Context: an optimization exercise on an open-source flow, tuned for small area, a short achievable clock period and few clock cycles. The choices shown serve that exercise and are no tape-out recipe.
Where RTL was checked, it was by simulation tests only, not by an equivalence proof against the original.

==> run Z <==
==> flow/design.v (excerpt) <==
module muldiv_unit_p #(
    parameter int WIDTH = 32,
    parameter int K     = 2,
    parameter int R4    = 0
) (
    input  logic             clk,
    input  logic             reset,
    input  logic             start,
    input  logic [2:0]       op,
    input  logic [WIDTH-1:0] src_a,
    input  logic [WIDTH-1:0] src_b,
    input  logic             cancel,
    input  logic             wr_en,
    input  logic             wr_hi,
    input  logic [WIDTH-1:0] wr_data,
    output logic             busy,
    output logic             done,
    output logic [WIDTH-1:0] hi,
    output logic [WIDTH-1:0] lo
);
Settings: LEC_CHECK=0, CAP_MARGIN=30, CORE_MARGIN=2, CORE_UTILIZATION=40, SETUP_SLACK_MARGIN=5, SLEW_MARGIN=30, TNS_END_PERCENT=10; clock period 13.0 ns.
run.sh (not shown) runs the stock make flow with config.mk's settings and CLKGATE_MAP_FILE= SYNTH_SCRIPT=/design/flow/synth_recipe.tcl, a recipe that flattens the netlist after the stock synthesis.
==> run K (differences from run Z) <==
--- a/flow/design.v
+++ b/flow/design.v
@@ -1,9 +1,8 @@
 module muldiv_unit_p #(
     parameter int WIDTH = 32,
-    parameter int K     = 2,
-    parameter int R4    = 0
+    parameter int K     = 2
 ) (
     input  logic             clk,
     input  logic             reset,
     input  logic             start,
     input  logic [2:0]       op,
@@ -29,11 +28,11 @@
     logic          ym1_q;                
     logic [31:0]   r_q, q_q;             
     logic [5:0]    cnt_q;                
     logic          first_q;              
     logic          triv_q, bzero_q;      
-    logic          qneg_q, rneg_q;
+    logic          qneg_q, rneg_q, fixq_q, fixr_q;
     logic          selacc_q, selt_q, selfix_q;    
     function automatic logic [5:0] lzc32(input logic [31:0] v);
         lzc32 = 6'd32;
         for (int i = 0; i < 32; i++) if (v[i]) lzc32 = 6'(31 - i);
     endfunction
@@ -79,12 +78,12 @@
     logic [63:0] addend, tree_a, tree_b, tsum;
     logic        fixq, fixr, tsum_co;
     assign sub  = op_q[2] & op_q[1];
     assign xs   = {xe_q[32], xe_q};
     assign yb   = {ye_q[17:0], ym1_q};
-    assign fixq = selfix_q && qneg_q;    
-    assign fixr = selfix_q && rneg_q;
+    assign fixq = selfix_q && fixq_q;
+    assign fixr = selfix_q && fixr_q;
     always_comb begin
         addend = 64'h0;
         if (selacc_q) addend = {hi, lo};
         if (selt_q)   addend = {18'h0, r_q, q_q[31:18]};
         if (selfix_q) addend = {(fixr ? ~r_q : r_q), (fixq ? ~q_q : q_q)};
@@ -1216,58 +1215,26 @@
     assign tree_a[62] = hc327;
     assign tree_b[62] = hs328;
     assign tree_a[63] = hc328;
     assign tree_b[63] = hs329;
     muldiv_bk_add #(.W(64)) u_cpa (.a(tree_a), .b(tree_b), .cin(1'b0), .s(tsum), .cout(tsum_co));
-    localparam int NU = R4 + (K - 2 * R4);
-    logic [31:0]   rs [0:NU];
-    logic [K-1:0]  qbits;
-    assign rs[0] = r_q;
-    for (genvar u = 0; u < NU; u++) begin : g_unit
-        if (u < R4) begin : g_r4
-            localparam int J = 2 * u;
-            logic [DW-1:0] d1, d2;
-            logic          z1, z2, c1, c2, ge1, ge2, ge3, co3;
-            logic [31:0]   t1, t2;
-            logic [33:0]   cs_s, cs_c, t3;
-            assign d2 = DW'(ye_q) >> J;           
-            assign d1 = DW'(ye_q) >> (J + 1);
-            assign z1 = (d1[DW-1:32] == '0);
-            assign z2 = (d2[DW-1:32] == '0);
-            muldiv_bk_add #(.W(32)) u_t1 (.a(rs[u]), .b(~d1[31:0]), .cin(1'b1), .s(t1), .cout(c1));
-            muldiv_bk_add #(.W(32)) u_t2 (.a(rs[u]), .b(~d2[31:0]), .cin(1'b1), .s(t2), .cout(c2));
-            always_comb begin
-                logic [33:0] x, y, z;
-                x    = {2'b00, rs[u]};
-                y    = ~{2'b00, d1[31:0]};
-                z    = ~{2'b00, d2[31:0]};
-                cs_s = x ^ y ^ z;
-                cs_c = {((x[32:0] & y[32:0]) | (x[32:0] & z[32:0]) | (y[32:0] & z[32:0])), 1'b1};
-            end
-            muldiv_bk_add #(.W(34)) u_t3 (.a(cs_s), .b(cs_c), .cin(1'b1), .s(t3), .cout(co3));
-            assign ge1 = z1 && c1;
-            assign ge2 = z2 && c2;
-            assign ge3 = z2 && !t3[33];
-            assign qbits[K-1-J]   = ge2;
-            assign qbits[K-2-J]   = ge2 ? ge3 : ge1;
-            assign rs[u+1] = ge2 ? (ge3 ? t3[31:0] : t2) : (ge1 ? t1 : rs[u]);
-        end else begin : g_r2
-            localparam int J = 2 * R4 + (u - R4);
-            logic [DW-1:0] d1;
-            logic          z1, c1, ge1;
-            logic [31:0]   t1;
-            assign d1 = DW'(ye_q) >> J;
-            assign z1 = (d1[DW-1:32] == '0);
-            muldiv_bk_add #(.W(32)) u_t1 (.a(rs[u]), .b(~d1[31:0]), .cin(1'b1), .s(t1), .cout(c1));
-            assign ge1 = z1 && c1;
-            assign qbits[K-1-J] = ge1;
-            assign rs[u+1] = ge1 ? t1 : rs[u];
-        end
+    logic [DW-1:0] rs [0:K];
+    logic [DW-1:0] dsub [0:K-1];
+    logic          dge [0:K-1];
+    assign rs[0] = DW'(r_q);
+    for (genvar j = 0; j < K; j++) begin : g_step
+        logic [DW-1:0] dj;
+        assign dj = DW'(ye_q) >> j;
+        muldiv_bk_add #(.W(DW)) u_sub (.a(rs[j]), .b(~dj), .cin(1'b1), .s(dsub[j]), .cout(dge[j]));
+        assign rs[j+1] = dge[j] ? dsub[j] : rs[j];
     end
     logic [31:0] r_n, q_n;
-    assign r_n = rs[NU];
-    assign q_n = {q_q[31-K:0], qbits};
+    always_comb begin
+        r_n = rs[K][31:0];
+        q_n = q_q;
+        for (int j = 0; j < K; j++) q_n = {q_n[30:0], dge[j]};
+    end
     logic negres;
     assign negres = qneg_q || rneg_q;
     always_ff @(posedge clk or posedge reset) begin
         if (reset) begin
             busy <= 1'b0;
@@ -1364,10 +1331,12 @@
                 DSTEP: begin
                     r_q    <= r_n;
                     q_q    <= q_n;
                     cnt_q  <= cnt_q - 6'd1;
                     ye_q   <= (cnt_q == 6'd1) ? '0 : YW'(ye_q >> K);
+                    fixq_q <= qneg_q;    
+                    fixr_q <= rneg_q;
                 end
                 default: ;
             endcase
         end
     end
==> flow/flow/run.sh (new file) <==
#!/bin/bash
# The standard layout, with timing repair aiming for more setup slack
# than the design's clock period needs.
set -euo pipefail
MARGIN=${MARGIN:-9}
bash standard.sh SETUP_SLACK_MARGIN=$MARGIN finish > orfs_make.log 2>&1
==> flow/standard.sh (new file) <==
#!/bin/bash
# synth_recipe.tcl (not shown) runs the flow's synth.tcl, then flattens the netlist and writes it again
# the make line also repeats each setting of config.mk as NAME=value (left out here)
make -C /OpenROAD-flow-scripts/flow DESIGN_CONFIG=/design/flow/config.mk WORK_HOME=/design/flow/orfs CLKGATE_MAP_FILE= SYNTH_SCRIPT=/design/flow/synth_recipe.tcl "${@:-finish}"
SETUP_SLACK_MARGIN = not set   (was 5)
TNS_END_PERCENT = not set   (was 10)
removed: flow/run.sh
==> run B (differences from run Z) <==
--- a/flow/design.v
+++ b/flow/design.v
@@ -24,21 +24,33 @@
     mode_t         mode;
     logic          short_q;              
     logic [2:0]    op_q;
     logic [32:0]   xe_q;                 
     logic [YW-1:0] ye_q;                 
-    logic          ym1_q;                
+    logic [8:0]    bone_q, btwo_q, bneg_q;    
     logic [31:0]   r_q, q_q;             
     logic [5:0]    cnt_q;                
     logic          first_q;              
     logic          triv_q, bzero_q;      
-    logic          qneg_q, rneg_q;
+    logic          qneg_q, rneg_q, fixq_q, fixr_q;
     logic          selacc_q, selt_q, selfix_q;    
     function automatic logic [5:0] lzc32(input logic [31:0] v);
         lzc32 = 6'd32;
         for (int i = 0; i < 32; i++) if (v[i]) lzc32 = 6'(31 - i);
     endfunction
+    function automatic logic [26:0] booth9(input logic [18:0] w, input logic s);
+        logic h, m, l;
+        booth9 = '0;
+        for (int j = 0; j < 9; j++) begin
+            h = w[2*j+2];
+            m = w[2*j+1];
+            l = w[2*j];
+            booth9[j]      = m ^ l;
+            booth9[9 + j]  = (h & !m & !l) | (!h & m & l);
+            booth9[18 + j] = h ^ s;
+        end
+    endfunction
     logic        in_sgn, in_div, fit_a, fit_b, swap, in_sa, in_sb, am_co, bm_co;
     logic [31:0] in_am, in_bm;
     logic [5:0]  in_za, in_zb;
     logic [5:0]  in_shp, in_ncyc;
     logic [DW-1:0] in_dal;
@@ -71,30 +83,23 @@
         end
         in_dal = DW'(in_bm) << in_shp;
     end
     logic accept;
     assign accept = !busy && start && !cancel;
-    logic        sub;
     logic [33:0] xs;
-    logic [18:0] yb;
     logic [63:0] addend, tree_a, tree_b, tsum;
     logic        fixq, fixr, tsum_co;
-    assign sub  = op_q[2] & op_q[1];
     assign xs   = {xe_q[32], xe_q};
-    assign yb   = {ye_q[17:0], ym1_q};
-    assign fixq = selfix_q && qneg_q;    
-    assign fixr = selfix_q && rneg_q;
+    assign fixq = selfix_q && fixq_q;
+    assign fixr = selfix_q && fixr_q;
     always_comb begin
         addend = 64'h0;
         if (selacc_q) addend = {hi, lo};
         if (selt_q)   addend = {18'h0, r_q, q_q[31:18]};
         if (selfix_q) addend = {(fixr ? ~r_q : r_q), (fixq ? ~q_q : q_q)};
     end
-    wire bh0 = yb[2], bm0 = yb[1], bl0 = yb[0];
-    wire one0 = bm0 ^ bl0;
-    wire two0 = (bh0 & ~bm0 & ~bl0) | (~bh0 & bm0 & bl0);
-    wire neg0 = bh0 ^ sub;
+    wire one0 = bone_q[0], two0 = btwo_q[0], neg0 = bneg_q[0];
     wire pp0_0 = (one0 & xs[0]) ^ neg0;
     wire pp0_1 = ((one0 & xs[1]) | (two0 & xs[0])) ^ neg0;
     wire pp0_2 = ((one0 & xs[2]) | (two0 & xs[1])) ^ neg0;
     wire pp0_3 = ((one0 & xs[3]) | (two0 & xs[2])) ^ neg0;
     wire pp0_4 = ((one0 & xs[4]) | (two0 & xs[3])) ^ neg0;
@@ -125,14 +130,11 @@
     wire pp0_29 = ((one0 & xs[29]) | (two0 & xs[28])) ^ neg0;
     wire pp0_30 = ((one0 & xs[30]) | (two0 & xs[29])) ^ neg0;
     wire pp0_31 = ((one0 & xs[31]) | (two0 & xs[30])) ^ neg0;
     wire pp0_32 = ((one0 & xs[32]) | (two0 & xs[31])) ^ neg0;
     wire pp0_33 = ~(((one0 & xs[33]) | (two0 & xs[32])) ^ neg0);
-    wire bh1 = yb[4], bm1 = yb[3], bl1 = yb[2];
-    wire one1 = bm1 ^ bl1;
-    wire two1 = (bh1 & ~bm1 & ~bl1) | (~bh1 & bm1 & bl1);
-    wire neg1 = bh1 ^ sub;
+    wire one1 = bone_q[1], two1 = btwo_q[1], neg1 = bneg_q[1];
     wire pp1_0 = (one1 & xs[0]) ^ neg1;
     wire pp1_1 = ((one1 & xs[1]) | (two1 & xs[0])) ^ neg1;
     wire pp1_2 = ((one1 & xs[2]) | (two1 & xs[1])) ^ neg1;
     wire pp1_3 = ((one1 & xs[3]) | (two1 & xs[2])) ^ neg1;
     wire pp1_4 = ((one1 & xs[4]) | (two1 & xs[3])) ^ neg1;
@@ -163,14 +165,11 @@
     wire pp1_29 = ((one1 & xs[29]) | (two1 & xs[28])) ^ neg1;
     wire pp1_30 = ((one1 & xs[30]) | (two1 & xs[29])) ^ neg1;
     wire pp1_31 = ((one1 & xs[31]) | (two1 & xs[30])) ^ neg1;
     wire pp1_32 = ((one1 & xs[32]) | (two1 & xs[31])) ^ neg1;
     wire pp1_33 = ~(((one1 & xs[33]) | (two1 & xs[32])) ^ neg1);
-    wire bh2 = yb[6], bm2 = yb[5], bl2 = yb[4];
-    wire one2 = bm2 ^ bl2;
-    wire two2 = (bh2 & ~bm2 & ~bl2) | (~bh2 & bm2 & bl2);
-    wire neg2 = bh2 ^ sub;
+    wire one2 = bone_q[2], two2 = btwo_q[2], neg2 = bneg_q[2];
     wire pp2_0 = (one2 & xs[0]) ^ neg2;
     wire pp2_1 = ((one2 & xs[1]) | (two2 & xs[0])) ^ neg2;
     wire pp2_2 = ((one2 & xs[2]) | (two2 & xs[1])) ^ neg2;
     wire pp2_3 = ((one2 & xs[3]) | (two2 & xs[2])) ^ neg2;
     wire pp2_4 = ((one2 & xs[4]) | (two2 & xs[3])) ^ neg2;
@@ -201,14 +200,11 @@
     wire pp2_29 = ((one2 & xs[29]) | (two2 & xs[28])) ^ neg2;
     wire pp2_30 = ((one2 & xs[30]) | (two2 & xs[29])) ^ neg2;
     wire pp2_31 = ((one2 & xs[31]) | (two2 & xs[30])) ^ neg2;
     wire pp2_32 = ((one2 & xs[32]) | (two2 & xs[31])) ^ neg2;
     wire pp2_33 = ~(((one2 & xs[33]) | (two2 & xs[32])) ^ neg2);
-    wire bh3 = yb[8], bm3 = yb[7], bl3 = yb[6];
-    wire one3 = bm3 ^ bl3;
-    wire two3 = (bh3 & ~bm3 & ~bl3) | (~bh3 & bm3 & bl3);
-    wire neg3 = bh3 ^ sub;
+    wire one3 = bone_q[3], two3 = btwo_q[3], neg3 = bneg_q[3];
     wire pp3_0 = (one3 & xs[0]) ^ neg3;
     wire pp3_1 = ((one3 & xs[1]) | (two3 & xs[0])) ^ neg3;
     wire pp3_2 = ((one3 & xs[2]) | (two3 & xs[1])) ^ neg3;
     wire pp3_3 = ((one3 & xs[3]) | (two3 & xs[2])) ^ neg3;
     wire pp3_4 = ((one3 & xs[4]) | (two3 & xs[3])) ^ neg3;
@@ -239,14 +235,11 @@
     wire pp3_29 = ((one3 & xs[29]) | (two3 & xs[28])) ^ neg3;
     wire pp3_30 = ((one3 & xs[30]) | (two3 & xs[29])) ^ neg3;
     wire pp3_31 = ((one3 & xs[31]) | (two3 & xs[30])) ^ neg3;
     wire pp3_32 = ((one3 & xs[32]) | (two3 & xs[31])) ^ neg3;
     wire pp3_33 = ~(((one3 & xs[33]) | (two3 & xs[32])) ^ neg3);
-    wire bh4 = yb[10], bm4 = yb[9], bl4 = yb[8];
-    wire one4 = bm4 ^ bl4;
-    wire two4 = (bh4 & ~bm4 & ~bl4) | (~bh4 & bm4 & bl4);
-    wire neg4 = bh4 ^ sub;
+    wire one4 = bone_q[4], two4 = btwo_q[4], neg4 = bneg_q[4];
     wire pp4_0 = (one4 & xs[0]) ^ neg4;
     wire pp4_1 = ((one4 & xs[1]) | (two4 & xs[0])) ^ neg4;
     wire pp4_2 = ((one4 & xs[2]) | (two4 & xs[1])) ^ neg4;
     wire pp4_3 = ((one4 & xs[3]) | (two4 & xs[2])) ^ neg4;
     wire pp4_4 = ((one4 & xs[4]) | (two4 & xs[3])) ^ neg4;
@@ -277,14 +270,11 @@
     wire pp4_29 = ((one4 & xs[29]) | (two4 & xs[28])) ^ neg4;
     wire pp4_30 = ((one4 & xs[30]) | (two4 & xs[29])) ^ neg4;
     wire pp4_31 = ((one4 & xs[31]) | (two4 & xs[30])) ^ neg4;
     wire pp4_32 = ((one4 & xs[32]) | (two4 & xs[31])) ^ neg4;
     wire pp4_33 = ~(((one4 & xs[33]) | (two4 & xs[32])) ^ neg4);
-    wire bh5 = yb[12], bm5 = yb[11], bl5 = yb[10];
-    wire one5 = bm5 ^ bl5;
-    wire two5 = (bh5 & ~bm5 & ~bl5) | (~bh5 & bm5 & bl5);
-    wire neg5 = bh5 ^ sub;
+    wire one5 = bone_q[5], two5 = btwo_q[5], neg5 = bneg_q[5];
     wire pp5_0 = (one5 & xs[0]) ^ neg5;
     wire pp5_1 = ((one5 & xs[1]) | (two5 & xs[0])) ^ neg5;
     wire pp5_2 = ((one5 & xs[2]) | (two5 & xs[1])) ^ neg5;
     wire pp5_3 = ((one5 & xs[3]) | (two5 & xs[2])) ^ neg5;
     wire pp5_4 = ((one5 & xs[4]) | (two5 & xs[3])) ^ neg5;
@@ -315,14 +305,11 @@
     wire pp5_29 = ((one5 & xs[29]) | (two5 & xs[28])) ^ neg5;
     wire pp5_30 = ((one5 & xs[30]) | (two5 & xs[29])) ^ neg5;
     wire pp5_31 = ((one5 & xs[31]) | (two5 & xs[30])) ^ neg5;
     wire pp5_32 = ((one5 & xs[32]) | (two5 & xs[31])) ^ neg5;
     wire pp5_33 = ~(((one5 & xs[33]) | (two5 & xs[32])) ^ neg5);
-    wire bh6 = yb[14], bm6 = yb[13], bl6 = yb[12];
-    wire one6 = bm6 ^ bl6;
-    wire two6 = (bh6 & ~bm6 & ~bl6) | (~bh6 & bm6 & bl6);
-    wire neg6 = bh6 ^ sub;
+    wire one6 = bone_q[6], two6 = btwo_q[6], neg6 = bneg_q[6];
     wire pp6_0 = (one6 & xs[0]) ^ neg6;
     wire pp6_1 = ((one6 & xs[1]) | (two6 & xs[0])) ^ neg6;
     wire pp6_2 = ((one6 & xs[2]) | (two6 & xs[1])) ^ neg6;
     wire pp6_3 = ((one6 & xs[3]) | (two6 & xs[2])) ^ neg6;
     wire pp6_4 = ((one6 & xs[4]) | (two6 & xs[3])) ^ neg6;
@@ -353,14 +340,11 @@
     wire pp6_29 = ((one6 & xs[29]) | (two6 & xs[28])) ^ neg6;
     wire pp6_30 = ((one6 & xs[30]) | (two6 & xs[29])) ^ neg6;
     wire pp6_31 = ((one6 & xs[31]) | (two6 & xs[30])) ^ neg6;
     wire pp6_32 = ((one6 & xs[32]) | (two6 & xs[31])) ^ neg6;
     wire pp6_33 = ~(((one6 & xs[33]) | (two6 & xs[32])) ^ neg6);
-    wire bh7 = yb[16], bm7 = yb[15], bl7 = yb[14];
-    wire one7 = bm7 ^ bl7;
-    wire two7 = (bh7 & ~bm7 & ~bl7) | (~bh7 & bm7 & bl7);
-    wire neg7 = bh7 ^ sub;
+    wire one7 = bone_q[7], two7 = btwo_q[7], neg7 = bneg_q[7];
     wire pp7_0 = (one7 & xs[0]) ^ neg7;
     wire pp7_1 = ((one7 & xs[1]) | (two7 & xs[0])) ^ neg7;
     wire pp7_2 = ((one7 & xs[2]) | (two7 & xs[1])) ^ neg7;
     wire pp7_3 = ((one7 & xs[3]) | (two7 & xs[2])) ^ neg7;
     wire pp7_4 = ((one7 & xs[4]) | (two7 & xs[3])) ^ neg7;
@@ -391,14 +375,11 @@
     wire pp7_29 = ((one7 & xs[29]) | (two7 & xs[28])) ^ neg7;
     wire pp7_30 = ((one7 & xs[30]) | (two7 & xs[29])) ^ neg7;
     wire pp7_31 = ((one7 & xs[31]) | (two7 & xs[30])) ^ neg7;
     wire pp7_32 = ((one7 & xs[32]) | (two7 & xs[31])) ^ neg7;
     wire pp7_33 = ~(((one7 & xs[33]) | (two7 & xs[32])) ^ neg7);
-    wire bh8 = yb[18], bm8 = yb[17], bl8 = yb[16];
-    wire one8 = bm8 ^ bl8;
-    wire two8 = (bh8 & ~bm8 & ~bl8) | (~bh8 & bm8 & bl8);
-    wire neg8 = bh8 ^ sub;
+    wire one8 = bone_q[8], two8 = btwo_q[8], neg8 = bneg_q[8];
     wire pp8_0 = (one8 & xs[0]) ^ neg8;
     wire pp8_1 = ((one8 & xs[1]) | (two8 & xs[0])) ^ neg8;
     wire pp8_2 = ((one8 & xs[2]) | (two8 & xs[1])) ^ neg8;
     wire pp8_3 = ((one8 & xs[3]) | (two8 & xs[2])) ^ neg8;
     wire pp8_4 = ((one8 & xs[4]) | (two8 & xs[3])) ^ neg8;
@@ -1215,11 +1196,11 @@
     assign tree_b[61] = hs327;
     assign tree_a[62] = hc327;
     assign tree_b[62] = hs328;
     assign tree_a[63] = hc328;
     assign tree_b[63] = hs329;
-    muldiv_bk_add #(.W(64)) u_cpa (.a(tree_a), .b(tree_b), .cin(1'b0), .s(tsum), .cout(tsum_co));
+    assign tsum = tree_a + tree_b;    
     localparam int NU = R4 + (K - 2 * R4);
     logic [31:0]   rs [0:NU];
     logic [K-1:0]  qbits;
     assign rs[0] = r_q;
     for (genvar u = 0; u < NU; u++) begin : g_unit
@@ -1338,11 +1319,11 @@
         selfix_q <= busy && (mode == DSTEP) && (cnt_q == 6'd1);
     end
     always_ff @(posedge clk) begin
         if (!busy) begin
             op_q    <= op;
-            ym1_q   <= 1'b0;
+            {bneg_q, btwo_q, bone_q} <= booth9({swap ? src_a[17:0] : src_b[17:0], 1'b0}, op[2] & op[1]);
             short_q <= fit_a || fit_b;
             first_q <= 1'b1;
             bzero_q <= (src_b == 32'h0);
             triv_q  <= (src_b == 32'h0) || !in_a_ge_b;
             qneg_q  <= in_sa ^ in_sb;
@@ -1356,18 +1337,20 @@
         end else begin
             first_q <= 1'b0;
             case (mode)
                 M0: begin
                     {r_q, q_q} <= tsum;
-                    ye_q  <= YW'({{18{ye_q[32]}}, ye_q[32:18]});
-                    ym1_q <= ye_q[17];
+                    {bneg_q, btwo_q, bone_q} <= booth9({{3{ye_q[32]}}, ye_q[32:18], ye_q[17]}, op_q[2] & op_q[1]);
                 end
                 DSTEP: begin
                     r_q    <= r_n;
                     q_q    <= q_n;
                     cnt_q  <= cnt_q - 6'd1;
-                    ye_q   <= (cnt_q == 6'd1) ? '0 : YW'(ye_q >> K);
+                    ye_q   <= YW'(ye_q >> K);
+                    {bneg_q, btwo_q, bone_q} <= '0;
+                    fixq_q <= qneg_q;    
+                    fixr_q <= rneg_q;
                 end
                 default: ;
             endcase
         end
     end
TNS_END_PERCENT = not set   (was 10)
==> notes.md <==
Run status
The run finished with no timing, DRC or antenna violations.

Routing
The via-per-instance ratio is 6.36. After detailed routing, the average wire length per cell comes to just under 30 µm.

Global route
The first global-routing pass estimated approximately 260,000 µm of wire. The global routing usage on met2 is between 50% and 60%.

Floorplan
The total core area is roughly 100,000 µm².

Setup path
Counting buffers and inverters, the worst setup path is 27 cells deep.

Synthesis
The synthesized design contains between 200 and 250 register bits.

Min path
For hold timing, the worst endpoint is fixq_q$_DFFE_PP_.
The numbers above come from run B.

==> notes.md <==
Run status
The run finished with no timing, DRC or antenna violations.

Final layout
The number of multi-input combinational cells is 3,650. Compared with the post-synthesis result, the final layout area differs by 27.8%.

Routing
Using the TritonRoute via totals, the vias-per-cell ratio works out to between 6 and 7. The post-detailed-route wirelength per cell is about 30 µm.

Setup path
Counting buffers and inverters, the worst setup path is 30 cells deep.

Global route
For this run, global-route usage on met2 was measured as 55.5%. The first global-routing pass estimated ~270,000 µm of wire.

Floorplan
The total core area is 96,400 µm².

Min path
The end point of the worst hold path is fixq_q$_DFFE_PP_.
The numbers above come from run K.

==> notes.md <==
Run status
The flow ran to the end and the layout has no timing, DRC or antenna violations.

Routing
The post-detailed-route wirelength per cell is ~29 µm. Dividing the detail-routed via count by the number of cells gives 6.33.

Floorplan
The total core area is ~96,000 µm².

Global route
The global-route wire length before repair is between 200,000 and 250,000 µm. In the global route stage, met2 resource usage came out at 51.5%. The number of global-route vias before repair was about 36,000.

Synthesis
The compound-cell area share of the yosys netlist is between 20% and 30%. The area share of fa/ha/maj cells after synthesis is about a quarter. Synthesis inferred roughly 220 register bits.

Setup path
The number of buffer and inverter stages on the critical path is 4. The critical path runs through a total of 26 cells.

Min path
The path with the worst hold slack has its endpoint at lo[24]$_DFFE_PP0P_.
The numbers above come from run Z.

Testbench counts of run Z, summed over its fixed seeds: cycles 15,716.
Testbench counts of run K, summed over its fixed seeds: cycles 15,716.
Only the layout flow was run in run B; the RTL was not checked for function there.

what the ideal ports hide:
Ports are ideal in the flow. The routed layouts listed here were re-timed in OpenROAD. Step 1 (the two cells are an assumption about what drives the block):
set clk [get_ports {clk}]
set_driving_cell -lib_cell sky130_fd_sc_hd__clkbuf_16 $clk
set_driving_cell -lib_cell sky130_fd_sc_hd__buf_2 [delete_from_list [all_inputs] $clk]
Step 2 times the ports against the registers' clock, not the clock port: input delays grow and output delays shrink by t, the midpoint of the rising clock arrivals with the driver on. Three values: ideal, step 1, step 2; two values: the first two.
run | t, ns | setup WS [ns] | clock arrival spread, ns
run Z | 0.683 | 5.001 / 5.046 / 4.362 | 0.061 / 0.061
run K | 0.668 | 5.488 / 5.488 / 5.140 | 0.041 / 0.040
run B | 0.625 | 5.093 / 5.093 / 4.678 | 0.031 / 0.032
After both steps setup and hold are still met in every run listed. For run Z, which loses most, drivers alone change the setup slack by +0.045 ns; drivers and shift together by -0.639 ns.
